Context: an optimization exercise on an open-source flow, tuned for small area, a short achievable clock period and few clock cycles per item. The choices shown serve that exercise and are no tape-out recipe.
Where RTL was checked, it was by simulation tests only, not by an equivalence proof against the original.
Power and IR drop assume default switching activity.

==> module top_payload_generator, before the edit <==
module top_payload_generator (
    input  logic                          clk,
    input  logic                          resetn,
    input  logic [15:0]                   session_id_i,
    input  logic [31:0]                   msg_seq_num_i,
    input  logic [4-1:0]            pe_valid_i,
    input  logic [4*(32 + 32 + 16 + 64)-1:0]   pe_order_i,
    output logic [4-1:0]            pe_ready_o,
    input  logic                          tready_i,
    output logic                          tvalid_o,
    output logic                          tlast_o,
    output logic [64-1:0]            tdata_o
);
    logic                 tvalid_q;
    logic                 tlast_q;
    logic [3:0]           bsel_q;
    logic [2:0][4-1:0] esel_q;
    stream_pkg::pe_idx_t  cur_q;       
    stream_pkg::pe_idx_t  nxt_q;       
    logic                 have_q;
    logic [4-1:0]   rdy_q;
    stream_pkg::beat_t    tdata_q, tdata_d;
    order_pkg::order_no_t order_no;
    logic                 ld;
    logic                 start;
    logic                 next0;       
    logic [4-1:0]   busy;
    logic [4-1:0]   cand;
    stream_pkg::pe_idx_t  pick;
    logic                 found;
    assign ld    = !tvalid_q || tready_i;
    assign start = ld && bsel_q[0] && (|esel_q[0]);
    assign next0 = ld ? (bsel_q[3] || (bsel_q[0] && !(|esel_q[0]))) : bsel_q[0];
    assign busy = esel_q[1] | esel_q[2] | rdy_q;
    assign cand = pe_valid_i & ~busy;
    always_comb begin
        found = 1'b0;
        pick  = cur_q;
        for (int k = 1; k <= 4; k++) begin
            if (!found && cand[stream_pkg::pe_idx_t'(cur_q + k)]) begin
                found = 1'b1;
                pick  = stream_pkg::pe_idx_t'(cur_q + k);
            end
        end
    end
    always_ff @(posedge clk) begin
        if (!resetn) begin
            tvalid_q <= 1'b0;
            tlast_q  <= 1'b0;
            bsel_q   <= 4'b0001;
            esel_q   <= '0;
            cur_q    <= '0;
            nxt_q    <= '0;
            have_q   <= 1'b0;
            rdy_q    <= '0;
        end else begin
            if (ld) begin
                tvalid_q  <= !bsel_q[0] || (|esel_q[0]);
                tlast_q   <= bsel_q[3];
                bsel_q[1] <= start;
                bsel_q[2] <= bsel_q[1];
                bsel_q[3] <= bsel_q[2];
                bsel_q[0] <= next0;
                esel_q[1] <= start ? esel_q[0] : '0;
                esel_q[2] <= esel_q[1];
                rdy_q     <= esel_q[2];
            end else begin
                rdy_q     <= '0;
            end
            for (int e = 0; e < 4; e++) begin
                esel_q[0][e] <= next0 && have_q && !start && nxt_q == stream_pkg::pe_idx_t'(e);
            end
            if (start) begin
                cur_q  <= nxt_q;
                have_q <= 1'b0;
            end else if (!have_q) begin
                have_q <= found;
                nxt_q  <= pick;
            end
        end
    end
    logic [3:0]              bs;
    logic [2:0][4-1:0] es;
    logic [4-1:0][64-1:0] eterm;
    assign bs = bsel_q & {4{ld}};
    assign es = esel_q & {3*4{ld}};
    for (genvar e = 0; e < 4; e++) begin : g_eng
        logic [(32 + 32 + 16 + 64)-1:0] o;
        assign o = pe_order_i[e*(32 + 32 + 16 + 64) +: (32 + 32 + 16 + 64)];
        assign eterm[e] = ({64{es[0][e]}} & {16'h0,
                                             5'b0, o[138], 1'b0, o[136],
                                             6'b0, ~o[128], o[128],
                                             32'h0})
                        | ({64{es[1][e]}} & {o[111:80], o[79:64],
                                             6'b0, ~o[120], o[120],
                                             5'b0, o[114], o[112], o[112]})
                        | ({64{es[2][e]}} & o[63:0]);
    end
    assign tdata_d = ({64{bs[0]}} & {session_id_i, 8'h30, 8'h30, msg_seq_num_i})
                   | ({64{bs[1]}} & {32'h0, 16'h0, 8'h30, 8'h30})
                   | ({64{bs[3]}} & {order_no, 24'd0})
                   | ({64{!ld}} & tdata_q)
                   | eterm[0] | eterm[1] | eterm[2] | eterm[3];
    always_ff @(posedge clk) begin
        tdata_q <= tdata_d;
    end
    order_no_counter u_order_no (
        .clk        (clk),
        .resetn     (resetn),
        .advance_i  (ld && bsel_q[3]),
        .order_no_o (order_no)
    );
    assign tvalid_o   = tvalid_q;
    assign tlast_o    = tlast_q;
    assign tdata_o    = tdata_q;
    assign pe_ready_o = rdy_q;
endmodule
==> flow/config.mk <==
export PLATFORM = sky130hd
export DESIGN_NAME = top_payload_generator
export DESIGN_NICKNAME = top_payload_generator
export VERILOG_FILES = /design/flow/design.v
export SDC_FILE = /design/flow/constraint.sdc
export NUM_CORES = 4
export LEC_CHECK = 0
export CAP_MARGIN = 20
export CORE_AREA = 2.5 2.5 247.5 247.5
export DIE_AREA = 0 0 250 250
export SETUP_SLACK_MARGIN = 3.2
export SLEW_MARGIN = 20
==> flow/constraint.sdc <==
create_clock -name core_clock -period 5.0 [get_ports {clk}]
set_input_delay 1.0000 -clock core_clock [delete_from_list [all_inputs] [get_ports {clk}]]
set_output_delay 1.0000 -clock core_clock [all_outputs]
set_load 0.01 [all_outputs]
standard.sh (not shown) runs the stock make flow with config.mk's settings and CLKGATE_MAP_FILE= SYNTH_SCRIPT=/design/flow/synth_recipe.tcl, a recipe that flattens the netlist after the stock synthesis.
==> flow/flow/run.sh <==
#!/bin/bash
# The standard flow, with two changes: the port buffers are the smallest
# buffer cell, and the pins are placed in regions (flow/io.tcl, made by
# gen/io_gen.py) that keep each tdata_o bit next to the input bits feeding it.
export BUFFER_PORTS_ARGS="-buffer_cell sky130_fd_sc_hd__buf_1"
export IO_CONSTRAINTS="$PWD/flow/io.tcl"
bash standard.sh > standard.log 2>&1
Other scripts of this flow, unchanged in this note and not shown: flow/flow/io.tcl
Edit:
--- a/flow/design.v
+++ b/flow/design.v
@@ -170,34 +170,29 @@
                 have_q <= found;
                 nxt_q  <= pick;
             end
         end
     end
-    logic [3:0]              bs;
-    logic [2:0][4-1:0] es;
     logic [4-1:0][64-1:0] eterm;
-    assign bs = bsel_q & {4{ld}};
-    assign es = esel_q & {3*4{ld}};
     for (genvar e = 0; e < 4; e++) begin : g_eng
         logic [(32 + 32 + 16 + 64)-1:0] o;
         assign o = pe_order_i[e*(32 + 32 + 16 + 64) +: (32 + 32 + 16 + 64)];
-        assign eterm[e] = ({64{es[0][e]}} & {16'h0,
-                                             5'b0, o[138], 1'b0, o[136],
-                                             6'b0, ~o[128], o[128],
-                                             32'h0})
-                        | ({64{es[1][e]}} & {o[111:80], o[79:64],
-                                             6'b0, ~o[120], o[120],
-                                             5'b0, o[114], o[112], o[112]})
-                        | ({64{es[2][e]}} & o[63:0]);
-    end
-    assign tdata_d = ({64{bs[0]}} & {session_id_i, 8'h30, 8'h30, msg_seq_num_i})
-                   | ({64{bs[1]}} & {32'h0, 16'h0, 8'h30, 8'h30})
-                   | ({64{bs[3]}} & {order_no, 24'd0})
-                   | ({64{!ld}} & tdata_q)
+        assign eterm[e] = ({64{esel_q[0][e]}} & {16'h0,
+                                                 5'b0, o[138], 1'b0, o[136],
+                                                 6'b0, ~o[128], o[128],
+                                                 32'h0})
+                        | ({64{esel_q[1][e]}} & {o[111:80], o[79:64],
+                                                 6'b0, ~o[120], o[120],
+                                                 5'b0, o[114], o[112], o[112]})
+                        | ({64{esel_q[2][e]}} & o[63:0]);
+    end
+    assign tdata_d = ({64{bsel_q[0]}} & {session_id_i, 8'h30, 8'h30, msg_seq_num_i})
+                   | ({64{bsel_q[1]}} & {32'h0, 16'h0, 8'h30, 8'h30})
+                   | ({64{bsel_q[3]}} & {order_no, 24'd0})
                    | eterm[0] | eterm[1] | eterm[2] | eterm[3];
     always_ff @(posedge clk) begin
-        tdata_q <= tdata_d;
+        if (ld) tdata_q <= tdata_d;
     end
     order_no_counter u_order_no (
         .clk        (clk),
         .resetn     (resetn),
         .advance_i  (ld && bsel_q[3]),
What happened: Maximum frequency increases by 4.6%. Non-clock buffer count decreases by 90. Die area is unchanged. Register-to-register slack improved by 210 ps. Wire length decreases by 33%. First-iteration DRC count decreases by 19%. Synthesized cell count decreases by 13%. Final cell count decreases by 8.8%. Clock skew decreases by 3.1 ps. Worst setup slack improved by 91 ps. Global-route usage decreases by 5.7 points. Worst hold slack improved by 8.4 ps. Cell area decreases by 16%. Power decreases by 20%.
Testbench counts after the change, summed over its fixed seeds: cycles 38,424, items 9,600.
Function not checked in the first run of this note: the RTL went through the layout flow alone.

==> what the ideal ports hide <==
No port has a modelled driver above. Below, the same layouts with a new extraction and two added sets of constraints.
Step 1 (the two cells are an assumption about what drives the block):
set clk [get_ports {clk}]
set_driving_cell -lib_cell sky130_fd_sc_hd__clkbuf_16 $clk
set_driving_cell -lib_cell sky130_fd_sc_hd__buf_2 [delete_from_list [all_inputs] $clk]
Step 2, shift: input delay + t, output delay - t, t = (earliest + latest rising clock arrival at the registers) / 2. This alone moves slack from input paths to output paths.
Three values: ideal, step 1, step 2; two values: the first two.
run	t, ns	setup WS [ns]	slew at the worst register clock pin (ns)
the first run	0.522	2.934 / 2.934 / 2.412	0.07 / 0.07
the second run	0.510	3.026 / 2.969 / 2.648	0.06 / 0.06
After both steps setup and hold are still met in every run listed. The setup slack of the first run, which loses most, moves by 0.000 ns with the drivers and by -0.522 ns with both steps.
